This design comes from an exercise in tuning for small area on the open sky130 flow, not from production work.
Function was checked by simulation only, so behaviour that the tests miss may differ from the original.
Power is estimated from default activity; no workload was simulated.

==> trial 61: inputs <==
==> flow/design.v <==
package fbnn_pkg;
    localparam int unsigned FracBits = 16;
    localparam int unsigned DimW   = 10;
    localparam int unsigned IdxW   = 20;
    localparam int unsigned AccW   = 27;
    localparam int unsigned StepW  = 26;
    localparam int unsigned CountW = 30;
    localparam int unsigned FsizeW = 19;
    localparam int unsigned OffW   = 9;
    localparam int unsigned ModeW  = 3;
    localparam logic [2:0] RegEnabled = 3'd0;
    localparam logic [2:0] RegMode    = 3'd1;
    localparam logic [2:0] RegPal     = 3'd2;
    localparam logic [2:0] RegWidth   = 3'd3;
    localparam logic [2:0] RegHeight  = 3'd4;
    localparam logic [ModeW-1:0] ModeNtsc = 3'd0;
    localparam logic [ModeW-1:0] ModePal  = 3'd2;
    typedef struct packed {
        logic              reject;
        logic              fits;
        logic [DimW-1:0]   w;
        logic [DimW-1:0]   h;
        logic [DimW-1:0]   rw;
        logic [DimW-1:0]   rl;
        logic [FsizeW-1:0] fsize;
        logic [OffW-1:0]   xo;
        logic [OffW-1:0]   yo;
    } fbnn_geom_t;
    typedef struct packed {
        logic wr;
        logic clr_count;
    } fbnn_cfg_evt_t;
    typedef struct packed {
        logic reject;
        logic buf_sel;
    } fbnn_item_t;
    typedef struct packed {
        logic             start;
        logic [StepW-1:0] dividend;
        logic [DimW-1:0]  divisor;
    } fbnn_div_req_t;
    typedef struct packed {
        logic             done;
        logic [StepW-1:0] quotient;
    } fbnn_div_rsp_t;
    typedef enum logic [2:0] {
        BK_IDLE,
        BK_DIV_COL,
        BK_DIV_ROW,
        BK_MUL,
        BK_SUM
    } fbnn_bk_state_t;
endpackage
module framebuffer_center_or_nn_scale_addr_top #(
    parameter int unsigned MAX_CANVAS_DIM = 1024
) (
    input  logic        clk,
    input  logic        rst_n,
    input  logic        psel,
    input  logic        penable,
    input  logic        pwrite,
    input  logic [4:0]  paddr,
    input  logic [31:0] pwdata,
    output logic [31:0] prdata,
    output logic        pready,
    input  logic        req_valid,
    output logic        req_ready,
    input  logic        buffer_select,
    output logic        rsp_valid,
    input  logic        rsp_ready,
    output logic        status,
    output logic [19:0] source_index,
    output logic [19:0] dest_index,
    output logic        frame_last,
    output logic [31:0] control_word
);
    function automatic logic [26:0] rca(input logic [25:0] a, input logic [25:0] b,
                                        input logic ci);
        logic c;
        c = ci;
        for (int i = 0; i < 26; i++)
        begin
            rca[i] = a[i] ^ b[i] ^ c;
            c = (a[i] & b[i]) | (c & (a[i] ^ b[i]));
        end
        rca[26] = c;
    endfunction
    logic        en_reg;
    logic [2:0]  mode_reg;
    logic        pal_reg;
    logic [9:0]  w;
    logic [9:0]  h;
    logic [2:0]  idx;
    logic        wr;
    logic [2:0]  mode_new;
    logic        pal_new;
    logic [2:0]  eff_old, eff_new;
    logic        clr_count;
    assign idx = paddr[4:2];
    assign wr  = psel && penable && pwrite;
    assign pready = 1'b1;
    assign mode_new = (wr && idx == 3'd1) ? pwdata[2:0] : mode_reg;
    assign pal_new  = (wr && idx == 3'd2) ? pwdata[0] : pal_reg;
    assign eff_old  = (mode_reg != 3'd0) ? mode_reg : {1'b0, pal_reg, 1'b0};
    assign eff_new  = (mode_new != 3'd0) ? mode_new : {1'b0, pal_new, 1'b0};
    assign clr_count = wr && ((idx == 3'd0 && pwdata[0] && !en_reg) ||
                              ((idx == 3'd1 || idx == 3'd2) && en_reg && eff_new != eff_old));
    always_ff @(posedge clk or negedge rst_n)
    begin
        if (!rst_n)
        begin
            en_reg   <= 1'b0;
            mode_reg <= 3'd0;
            pal_reg  <= 1'b0;
            w        <= 10'd320;
            h        <= 10'd240;
        end
        else if (wr)
        begin
            case (idx)
                3'd0: en_reg   <= pwdata[0];
                3'd1: mode_reg <= pwdata[2:0];
                3'd2: pal_reg  <= pwdata[0];
                3'd3: w        <= pwdata[9:0];
                3'd4: h        <= pwdata[9:0];
                default: ;
            endcase
        end
    end
    always_comb
    begin
        case (idx)
            3'd0:    prdata = {31'b0, en_reg};
            3'd1:    prdata = {29'b0, mode_reg};
            3'd2:    prdata = {31'b0, pal_reg};
            3'd3:    prdata = {22'b0, w};
            3'd4:    prdata = {22'b0, h};
            default: prdata = 32'b0;
        endcase
    end
    logic [9:0]  rw, rl;
    logic [18:0] fsize;
    always_comb
    begin
        case (eff_old)
            3'd0:    begin rw = 10'd320; rl = 10'd240; fsize = 19'd76800;  end
            3'd1:    begin rw = 10'd640; rl = 10'd480; fsize = 19'd307200; end
            3'd2:    begin rw = 10'd352; rl = 10'd288; fsize = 19'd101376; end
            3'd3:    begin rw = 10'd720; rl = 10'd480; fsize = 19'd345600; end
            3'd4:    begin rw = 10'd720; rl = 10'd576; fsize = 19'd414720; end
            3'd5:    begin rw = 10'd720; rl = 10'd480; fsize = 19'd345600; end
            3'd6:    begin rw = 10'd720; rl = 10'd576; fsize = 19'd414720; end
            default: begin rw = 10'd640; rl = 10'd480; fsize = 19'd307200; end
        endcase
    end
    logic [26:0] dxs, dys;
    logic [10:0] dxw, dyw;
    logic        fits, reject;
    logic [9:0]  ncol, nrow;
    logic [9:0]  dx_eff;
    logic [8:0]  xo_eff, yo_eff;
    assign dxs    = rca({16'b0, rw}, {16'b0, ~w}, 1'b1);
    assign dys    = rca({16'b0, rl}, {16'b0, ~h}, 1'b1);
    assign dxw    = {!dxs[10], dxs[9:0]};
    assign dyw    = {!dys[10], dys[9:0]};
    assign fits   = !dxw[10] && !dyw[10];
    assign reject = !en_reg || (w[9:1] == 9'd0) || (h[9:1] == 9'd0);
    assign ncol   = fits ? w : rw;
    assign nrow   = fits ? h : rl;
    assign dx_eff = fits ? dxw[9:0] : 10'd0;
    assign xo_eff = fits ? dxw[9:1] : 9'd0;
    assign yo_eff = fits ? dyw[9:1] : 9'd0;
    localparam logic [3:0] S_IDLE = 4'd0;    
    localparam logic [3:0] S_HOLD = 4'd1;    
    localparam logic [3:0] S_ADVL = 4'd2;    
    localparam logic [3:0] S_DC0  = 4'd3;    
    localparam logic [3:0] S_DC   = 4'd4;    
    localparam logic [3:0] S_DR0  = 4'd5;    
    localparam logic [3:0] S_DR   = 4'd6;    
    localparam logic [3:0] S_RI   = 4'd7;    
    localparam logic [3:0] S_RL   = 4'd8;    
    localparam logic [3:0] S_SK   = 4'd9;    
    localparam logic [3:0] S_ODD  = 4'd10;   
    localparam logic [3:0] S_FC   = 4'd11;   
    logic [3:0]  st;
    logic        in_frame;
    logic        vld;
    logic        lat;
    logic [9:0]  col, row;
    logic [4:0]  k;
    logic [17:0] cstep;
    logic [18:0] rstep;
    logic [15:0] cfrac;
    logic [9:0]  cint;
    logic [15:0] rfrac;
    logic [19:0] rbase;
    logic [19:0] dst;
    logic [29:0] fc;
    logic        fz;         
    logic        fc_cy;
    logic        r_loop;
    logic [19:0] r_sum;
    logic [26:0] r_full;
    assign r_loop = (st == S_ADVL) || (st == S_RL);
    assign r_full = rca({6'b0, rbase}, {16'b0, r_loop ? w : cint}, 1'b0);
    assign r_sum  = r_full[19:0];
    logic [9:0]  col_dec, row_dec;
    logic        col_end, row_end, row_zero, is_last;
    assign col_dec  = col - 10'd1;
    assign row_dec  = row - 10'd1;
    assign col_end  = (col == 10'd1);
    assign row_zero = (row[9:1] == 9'd0) && !row[0];
    assign row_end  = (row[9:1] == 9'd0) && row[0];
    assign is_last  = col_end && row_end;
    logic [25:0] cacc_sum;
    logic [16:0] racc_sum;
    logic [26:0] cacc_full, racc_full;
    assign cacc_full = rca({cint, cfrac}, {8'b0, cstep}, 1'b0);
    assign racc_full = rca({10'b0, rfrac}, {10'b0, rstep[15:0]}, 1'b0);
    assign cacc_sum  = cacc_full[25:0];
    assign racc_sum  = racc_full[16:0];
    logic        div_row;
    logic [9:0]  dvd;
    logic        dbit;
    logic [10:0] rem2;
    logic [11:0] diff;
    logic [26:0] diff_full;
    logic        ge;
    assign div_row = (st == S_DR);
    assign dvd     = div_row ? h : w;
    assign dbit    = (k == 5'd0) ? dvd[2] : (k == 5'd1) ? dvd[1] : (k == 5'd2) ? dvd[0] : 1'b0;
    assign rem2    = {col, dbit};
    assign diff_full = rca({15'b0, rem2}, {15'b0, 1'b1, ~(div_row ? rl : rw)}, 1'b1);
    assign diff    = {!diff_full[11], diff_full[10:0]};
    assign ge      = fits ? (k == 5'd2) : diff_full[11];
    logic        k_last;
    logic [2:0]  k_target;
    logic        k_hit;
    assign k_last   = (k == 5'd18);
    assign k_target = (st == S_RL) ? {1'b0, rstep[18:17]} : rstep[18:16];
    assign k_hit    = (k == {2'b0, k_target});
    logic        skip_done;
    assign skip_done = row_zero;
    logic [10:0] dst_b;
    logic        dst_cin;
    logic [19:0] dst_sum;
    always_comb
    begin
        dst_b   = 11'd0;
        dst_cin = 1'b1;
        if (st == S_SK)
        begin
            dst_b   = {rw, 1'b0};
            dst_cin = 1'b0;
        end
        else if (st == S_ODD)
        begin
            dst_b   = yo_eff[0] ? {1'b0, rw} : 11'd0;
            dst_cin = 1'b0;
        end
        else if (col_end)
        begin
            dst_b = {1'b0, dx_eff};
        end
    end
    logic [26:0] dst_full;
    assign dst_full = rca({6'b0, dst}, {15'b0, dst_b}, dst_cin);
    assign dst_sum  = dst_full[19:0];
    logic        take;
    assign take = vld && rsp_ready;
    assign req_ready = (st == S_IDLE);
    always_ff @(posedge clk or negedge rst_n)
    begin
        if (!rst_n)
        begin
            st       <= S_IDLE;
            in_frame <= 1'b0;
            vld      <= 1'b0;
        end
        else
        begin
            case (st)
                S_IDLE:
                begin
                    if (req_valid)
                    begin
                        if (reject)
                        begin
                            in_frame <= 1'b0;
                            vld      <= 1'b1;
                            st       <= S_HOLD;
                        end
                        else if (in_frame)
                        begin
                            vld <= 1'b1;
                            st  <= S_HOLD;
                            if (is_last)
                            begin
                                in_frame <= 1'b0;
                                vld      <= 1'b0;
                                st       <= S_FC;
                            end
                        end
                        else
                        begin
                            st <= S_DC0;
                        end
                    end
                end
                S_HOLD:
                begin
                    if (rsp_ready)
                    begin
                        vld <= 1'b0;
                        st  <= (in_frame && col_end) ? S_ADVL : S_IDLE;
                    end
                end
                S_ADVL: if (k_hit) st <= S_IDLE;
                S_DC0:  st <= S_DC;
                S_DC:   if (k_last) st <= S_DR0;
                S_DR0:  st <= S_DR;
                S_DR:   if (k_last) st <= S_RI;
                S_RI:   st <= S_RL;
                S_RL:   if (k_hit) st <= S_SK;
                S_SK:   if (skip_done) st <= S_ODD;
                S_ODD:
                begin
                    in_frame <= 1'b1;
                    vld      <= 1'b1;
                    st       <= S_HOLD;
                end
                S_FC:
                begin
                    if (k_fc)
                    begin
                        vld <= 1'b1;
                        st  <= S_HOLD;
                    end
                end
                default: st <= S_IDLE;
            endcase
            if (wr && (idx <= 3'd4))
            begin
                in_frame <= 1'b0;
            end
        end
    end
    logic k_fc;
    logic fc_b, fc_c;
    assign k_fc = (k == 5'd29);
    assign fc_b = fc[0] && !fz;
    assign fc_c = (k == 5'd0) || fc_cy;
    always_ff @(posedge clk or negedge rst_n)
    begin
        if (!rst_n)
            fz <= 1'b1;
        else if (clr_count)
            fz <= 1'b1;
        else if (st == S_FC && k_fc)
            fz <= 1'b0;
    end
    always_ff @(posedge clk)
    begin
        if (st == S_FC)
        begin
            fc    <= {fc_b ^ fc_c, fc[29:1]};
            fc_cy <= fc_b && fc_c;
        end
    end
    always_ff @(posedge clk)
    begin
        if (((st == S_DC) || (st == S_DR)) && !k_last)
            k <= k + 5'd1;
        else if (((st == S_ADVL) || (st == S_RL)) && !k_hit)
            k <= k + 5'd1;
        else if ((st == S_FC) && !k_fc)
            k <= k + 5'd1;
        else
            k <= 5'd0;
        case (st)
            S_IDLE:
            begin
                if (req_valid && reject)
                begin
                    rbase <= 20'd0;
                    cint  <= 10'd0;
                    dst   <= 20'd0;
                end
                if (req_valid && !reject && !in_frame)
                begin
                    lat <= buffer_select;
                end
            end
            S_HOLD:
            begin
                if (rsp_ready && in_frame)
                begin
                    dst <= dst_sum;
                    if (col_end)
                    begin
                        col   <= ncol;
                        row   <= row_dec;
                        cfrac <= cstep[16:1];
                        cint  <= {9'b0, cstep[17]};
                    end
                    else
                    begin
                        col             <= col_dec;
                        {cint, cfrac}   <= cacc_sum;
                    end
                end
            end
            S_ADVL:
            begin
                if (!k_hit)
                begin
                    rbase <= r_sum;
                end
                else
                begin
                    rfrac <= racc_sum[15:0];
                    if (racc_sum[16])
                        rbase <= r_sum;
                end
            end
            S_DC0:
            begin
                col   <= {3'b0, w[9:3]};
                row   <= {2'b0, yo_eff[8:1]};
                rbase <= 20'd0;
                dst   <= {1'b0, lat ? fsize : 19'd0} | {11'b0, xo_eff};
            end
            S_DC:
            begin
                col   <= ge ? diff[9:0] : rem2[9:0];
                cstep <= {cstep[16:0], ge};
            end
            S_DR0:
            begin
                col   <= {3'b0, h[9:3]};
                cfrac <= cstep[16:1];
                cint  <= {9'b0, cstep[17]};
            end
            S_DR:
            begin
                col   <= ge ? diff[9:0] : rem2[9:0];
                rstep <= {rstep[17:0], ge};
            end
            S_RI:
            begin
                rfrac <= rstep[16:1];
            end
            S_RL:
            begin
                if (!k_hit)
                    rbase <= r_sum;
            end
            S_SK:
            begin
                if (!skip_done)
                begin
                    dst <= dst_sum;
                    row <= row_dec;
                end
            end
            S_ODD:
            begin
                dst <= dst_sum;
                col <= ncol;
                row <= nrow;
            end
            default: ;
        endcase
    end
    assign rsp_valid    = vld;
    assign status       = reject;
    assign source_index = r_sum;
    assign dest_index   = dst;
    assign frame_last   = !reject && !in_frame;
    assign control_word = frame_last ? {fz ? 30'd0 : fc, 1'b0, lat} : 32'd0;
endmodule
==> flow/flow/run.sh <==
#!/bin/bash
set -o pipefail
export BUFFER_PORTS_ARGS="-buffer_cell sky130_fd_sc_hd__buf_1"
bash standard.sh > standard.log 2>&1
status=$?
tail -20 standard.log
exit $status
==> flow/standard.sh <==
#!/bin/bash
# synth_recipe.tcl (not shown) runs the flow's synth.tcl, then flattens the netlist and writes it again
# the make line also repeats each setting of config.mk as NAME=value (left out here)
make -C /OpenROAD-flow-scripts/flow DESIGN_CONFIG=/design/flow/config.mk WORK_HOME=/design/flow/orfs CLKGATE_MAP_FILE= SYNTH_SCRIPT=/design/flow/synth_recipe.tcl "${@:-finish}"
==> flow/config.mk <==
export PLATFORM = sky130hd
export DESIGN_NAME = framebuffer_center_or_nn_scale_addr_top
export DESIGN_NICKNAME = framebuffer_center_or_nn_scale_addr_top
export VERILOG_FILES = /design/flow/design.v
export SDC_FILE = /design/flow/constraint.sdc
export NUM_CORES = 4
export LEC_CHECK = 0
export CAP_MARGIN = 20
export CORE_MARGIN = 2
export CORE_UTILIZATION = 60
export SLEW_MARGIN = 20
==> flow/constraint.sdc <==
create_clock -name core_clock -period 10.0 [get_ports {clk}]
set_input_delay 2.0000 -clock core_clock [delete_from_list [all_inputs] [get_ports {clk}]]
set_output_delay 2.0000 -clock core_clock [all_outputs]
set_load 0.01 [all_outputs]
==> trial 55 (differences from trial 61) <==
--- a/flow/design.v
+++ b/flow/design.v
@@ -206,10 +206,9 @@
     assign r_sum  = r_full[19:0];
-    logic [9:0]  col_dec, row_dec;
-    logic        col_end, row_end, row_zero, is_last;
-    assign col_dec  = col - 10'd1;
-    assign row_dec  = row - 10'd1;
-    assign col_end  = (col == 10'd1);
-    assign row_zero = (row[9:1] == 9'd0) && !row[0];
-    assign row_end  = (row[9:1] == 9'd0) && row[0];
-    assign is_last  = col_end && row_end;
+    logic [9:0]  col_inc, row_inc;
+    logic        col_end, row_end, is_last;
+    assign col_inc = col + 10'd1;
+    assign row_inc = row + 10'd1;
+    assign col_end = (col_inc == ncol);
+    assign row_end = (row_inc == nrow);
+    assign is_last = col_end && row_end;
     logic [25:0] cacc_sum;
@@ -232,5 +231,5 @@
     assign rem2    = {col, dbit};
-    assign diff_full = rca({15'b0, rem2}, {15'b0, 1'b1, ~(div_row ? rl : rw)}, 1'b1);
+    assign diff_full = rca({15'b0, rem2}, {15'b0, 1'b1, ~(div_row ? nrow : ncol)}, 1'b1);
     assign diff    = {!diff_full[11], diff_full[10:0]};
-    assign ge      = fits ? (k == 5'd2) : diff_full[11];
+    assign ge      = diff_full[11];
     logic        k_last;
@@ -242,3 +241,3 @@
     logic        skip_done;
-    assign skip_done = row_zero;
+    assign skip_done = (row[8:0] == {1'b0, yo_eff[8:1]});
     logic [10:0] dst_b;
@@ -400,4 +399,4 @@
                     begin
-                        col   <= ncol;
-                        row   <= row_dec;
+                        col   <= 10'd0;
+                        row   <= row_inc;
                         cfrac <= cstep[16:1];
@@ -407,3 +406,3 @@
                     begin
-                        col             <= col_dec;
+                        col             <= col_inc;
                         {cint, cfrac}   <= cacc_sum;
@@ -428,3 +427,3 @@
                 col   <= {3'b0, w[9:3]};
-                row   <= {2'b0, yo_eff[8:1]};
+                row   <= 10'd0;
                 rbase <= 20'd0;
@@ -451,2 +450,3 @@
                 rfrac <= rstep[16:1];
+                col   <= 10'd0;
             end
@@ -462,3 +462,3 @@
                     dst <= dst_sum;
-                    row <= row_dec;
+                    row <= row_inc;
                 end
@@ -468,4 +468,3 @@
                 dst <= dst_sum;
-                col <= ncol;
-                row <= nrow;
+                row <= 10'd0;
             end
==> flow/run.sh (new file) <==
#!/bin/bash
# synth_recipe.tcl (not shown) runs the flow's synth.tcl, then flattens the netlist and writes it again
# the make line also repeats each setting of config.mk as NAME=value (left out here)
make -C /OpenROAD-flow-scripts/flow DESIGN_CONFIG=/design/flow/config.mk WORK_HOME=/design/flow/orfs CLKGATE_MAP_FILE= SYNTH_SCRIPT=/design/flow/synth_recipe.tcl finish
- CORE_UTILIZATION: 60 -> 40
- CTS_BUF_LIST: unset -> sky130_fd_sc_hd__clkbuf_8
removed: flow/flow/run.sh
removed: flow/standard.sh
==> trial 63 (differences from trial 61) <==
--- a/flow/design.v
+++ b/flow/design.v
@@ -189,3 +189,2 @@
     logic [9:0]  col, row;
-    logic [4:0]  k;
     logic [17:0] cstep;
@@ -201,2 +200,4 @@
     logic        r_loop;
+    logic        r_div;
+    logic [10:0] r_b;
     logic [19:0] r_sum;
@@ -204,3 +205,13 @@
     assign r_loop = (st == S_ADVL) || (st == S_RL);
-    assign r_full = rca({6'b0, rbase}, {16'b0, r_loop ? w : cint}, 1'b0);
+    assign r_div  = (st == S_DC) || (st == S_DR);
+    always_comb
+    begin
+        if (r_loop)
+            r_b = {1'b0, w};
+        else if (r_div)
+            r_b = {1'b1, ~((st == S_DR) ? rl : rw)};
+        else
+            r_b = {1'b0, cint};
+    end
+    assign r_full = rca({6'b0, rbase}, {15'b0, r_b}, r_div);
     assign r_sum  = r_full[19:0];
@@ -224,5 +235,3 @@
     logic        dbit;
-    logic [10:0] rem2;
-    logic [11:0] diff;
-    logic [26:0] diff_full;
+    logic [9:0]  rem_n;
     logic        ge;
@@ -230,13 +239,7 @@
     assign dvd     = div_row ? h : w;
-    assign dbit    = (k == 5'd0) ? dvd[2] : (k == 5'd1) ? dvd[1] : (k == 5'd2) ? dvd[0] : 1'b0;
-    assign rem2    = {col, dbit};
-    assign diff_full = rca({15'b0, rem2}, {15'b0, 1'b1, ~(div_row ? rl : rw)}, 1'b1);
-    assign diff    = {!diff_full[11], diff_full[10:0]};
-    assign ge      = fits ? (k == 5'd2) : diff_full[11];
-    logic        k_last;
-    logic [2:0]  k_target;
-    logic        k_hit;
-    assign k_last   = (k == 5'd18);
-    assign k_target = (st == S_RL) ? {1'b0, rstep[18:17]} : rstep[18:16];
-    assign k_hit    = (k == {2'b0, k_target});
+    assign dbit    = (col == 10'd18) ? dvd[1] : (col == 10'd17) ? dvd[0] : 1'b0;
+    assign ge      = fits ? (col == 10'd16) : r_sum[11];
+    assign rem_n   = r_sum[11] ? r_sum[9:0] : rbase[9:0];
+    logic        col_zero;
+    assign col_zero = (col == 10'd0);
     logic        skip_done;
@@ -317,9 +320,9 @@
                 end
-                S_ADVL: if (k_hit) st <= S_IDLE;
+                S_ADVL: if (col_zero) st <= S_IDLE;
                 S_DC0:  st <= S_DC;
-                S_DC:   if (k_last) st <= S_DR0;
+                S_DC:   if (col_zero) st <= S_DR0;
                 S_DR0:  st <= S_DR;
-                S_DR:   if (k_last) st <= S_RI;
+                S_DR:   if (col_zero) st <= S_RI;
                 S_RI:   st <= S_RL;
-                S_RL:   if (k_hit) st <= S_SK;
+                S_RL:   if (col_zero) st <= S_SK;
                 S_SK:   if (skip_done) st <= S_ODD;
@@ -333,3 +336,3 @@
                 begin
-                    if (k_fc)
+                    if (col_zero)
                     begin
@@ -347,7 +350,5 @@
     end
-    logic k_fc;
     logic fc_b, fc_c;
-    assign k_fc = (k == 5'd29);
     assign fc_b = fc[0] && !fz;
-    assign fc_c = (k == 5'd0) || fc_cy;
+    assign fc_c = (col == 10'd29) || fc_cy;
     always_ff @(posedge clk or negedge rst_n)
@@ -358,3 +359,3 @@
             fz <= 1'b1;
-        else if (st == S_FC && k_fc)
+        else if (st == S_FC && col_zero)
             fz <= 1'b0;
@@ -371,10 +372,5 @@
     begin
-        if (((st == S_DC) || (st == S_DR)) && !k_last)
-            k <= k + 5'd1;
-        else if (((st == S_ADVL) || (st == S_RL)) && !k_hit)
-            k <= k + 5'd1;
-        else if ((st == S_FC) && !k_fc)
-            k <= k + 5'd1;
-        else
-            k <= 5'd0;
+        if (((st == S_DC) || (st == S_DR) || (st == S_ADVL) || (st == S_RL) ||
+             (st == S_FC)) && !col_zero)
+            col <= col_dec;
         case (st)
@@ -392,2 +388,6 @@
                 end
+                if (req_valid && !reject && in_frame && is_last)
+                begin
+                    col <= 10'd29;
+                end
             end
@@ -400,3 +400,3 @@
                     begin
-                        col   <= ncol;
+                        col   <= {7'b0, rstep[18:16]};
                         row   <= row_dec;
@@ -414,3 +414,3 @@
             begin
-                if (!k_hit)
+                if (!col_zero)
                 begin
@@ -421,2 +421,3 @@
                     rfrac <= racc_sum[15:0];
+                    col   <= ncol;
                     if (racc_sum[16])
@@ -427,5 +428,5 @@
             begin
-                col   <= {3'b0, w[9:3]};
                 row   <= {2'b0, yo_eff[8:1]};
-                rbase <= 20'd0;
+                col   <= 10'd18;
+                rbase <= {12'b0, w[9:2]};
                 dst   <= {1'b0, lat ? fsize : 19'd0} | {11'b0, xo_eff};
@@ -434,3 +435,3 @@
             begin
-                col   <= ge ? diff[9:0] : rem2[9:0];
+                rbase <= {9'b0, rem_n, dbit};
                 cstep <= {cstep[16:0], ge};
@@ -439,3 +440,4 @@
             begin
-                col   <= {3'b0, h[9:3]};
+                rbase <= {12'b0, h[9:2]};
+                col   <= 10'd18;
                 cfrac <= cstep[16:1];
@@ -445,3 +447,3 @@
             begin
-                col   <= ge ? diff[9:0] : rem2[9:0];
+                rbase <= col_zero ? 20'd0 : {9'b0, rem_n, dbit};
                 rstep <= {rstep[17:0], ge};
@@ -451,2 +453,3 @@
                 rfrac <= rstep[16:1];
+                col   <= {8'b0, rstep[18:17]};
             end
@@ -454,3 +457,3 @@
             begin
-                if (!k_hit)
+                if (!col_zero)
                     rbase <= r_sum;
==> flow/flow/run.sh (replaced) <==
#!/bin/bash
# The standard layout (standard.sh), with two changes to how it is made:
#  - the port buffers use the smallest buffer cell, sky130_fd_sc_hd__buf_1;
#  - clock tree synthesis inserts no dummy loads.
# Everything else, including synthesis, is the standard flow unchanged.
set -o pipefail
export BUFFER_PORTS_ARGS="-buffer_cell sky130_fd_sc_hd__buf_1"
export CTS_ARGS="-sink_clustering_enable -repair_clock_nets -sink_clustering_size 16 -sink_clustering_max_diameter 80 -buf_list sky130_fd_sc_hd__clkbuf_8 -dont_use_dummy_load"
bash standard.sh > standard.log 2>&1
status=$?
tail -20 standard.log
exit $status
- CTS_BUF_LIST: unset -> sky130_fd_sc_hd__clkbuf_8
- CTS_CLUSTER_DIAMETER: unset -> 80
- CTS_CLUSTER_SIZE: unset -> 16
==> results by group <==
GRT
  – GRT met2 Usage: 41.2%

Route
  – Routed via count: 8610
  – Vias per std cell: 6.00

Final layout
  – Total of fill cells in the finished design: 1622
  – Post-layout net count: 1318
  – Sequential fraction of total cell area: 44.7%

Critical path
  – Worst Reg-to-Reg Cells: 41

Power and ir drop
  – Comb pwr share: 23.0%

Outcome
  – Status: finished clean
-- figures above: trial 63

==> results by group <==
Outcome
  – Status: finished clean

Critical path
  – Worst Reg-to-Reg Cells: 33
  – Slowest library cell on the worst path: dfrtp_1
  – Worst path depth: 33

Final layout
  – Sequential fraction of total cell area: 43.6%
  – Post-layout net count: 1313
  – Total of fill cells in the finished design: 1553

GRT
  – GRT met2 Usage: 41.7%

Power and ir drop
  – Group drawing the most power: combinational cells
  – Comb pwr share: 42.1%

Route
  – Vias per std cell: 5.83

Synthesis
  – Yosys top cell area share: 41.6%
-- figures above: trial 61

==> results by group <==
Critical path
  – Worst Reg-to-Reg Cells: 41
  – Family with the most delay on the worst path: adder cells

Power and ir drop
  – Net load switching power: 2030 µW
  – Comb pwr share: 53.3%

Clocking
  – TritonCTS clock tree: yes

Final layout
  – Sequential fraction of total cell area: 38.5%
  – Total of fill cells in the finished design: 3074

Outcome
  – Status: finished clean

GRT
  – Wire length of the first global-routing pass: 52.7 mm
  – GRT met2 Usage: 29.4%

Route
  – Vias per std cell: 5.23
-- figures above: trial 55

==> static timing again, ports no longer ideal <==
No port has a modelled driver above. Below, the same layouts with a new extraction and two added sets of constraints.
Step 1: set_driving_cell puts a clkbuf_16 on clk and a buf_2 on each other input, an assumption about the parent block.
Step 2 also shifts input and output timing later by t, the mid clock arrival at the registers, as if the neighbouring blocks saw the same clock.
Three values: ideal, step 1, step 2; two values: the first two.
| run | shift t [ns] | setup slack, ns | worst hold slack (ns) | worst setup path at the end |
|---|---|---|---|---|
| trial 61 | 0.556 | 0.691 / 0.691 / 0.691 | 0.432 / 0.432 / 0.432 | register to register |
| trial 55 | 0.576 | 0.510 / 0.508 / 0.510 | 0.439 / 0.439 / 0.439 | register to register |
| trial 63 | 0.544 | 0.375 / 0.334 / 0.485 | 0.450 / 0.450 / 0.450 | register to register |
After both steps setup and hold are still met in every run listed.
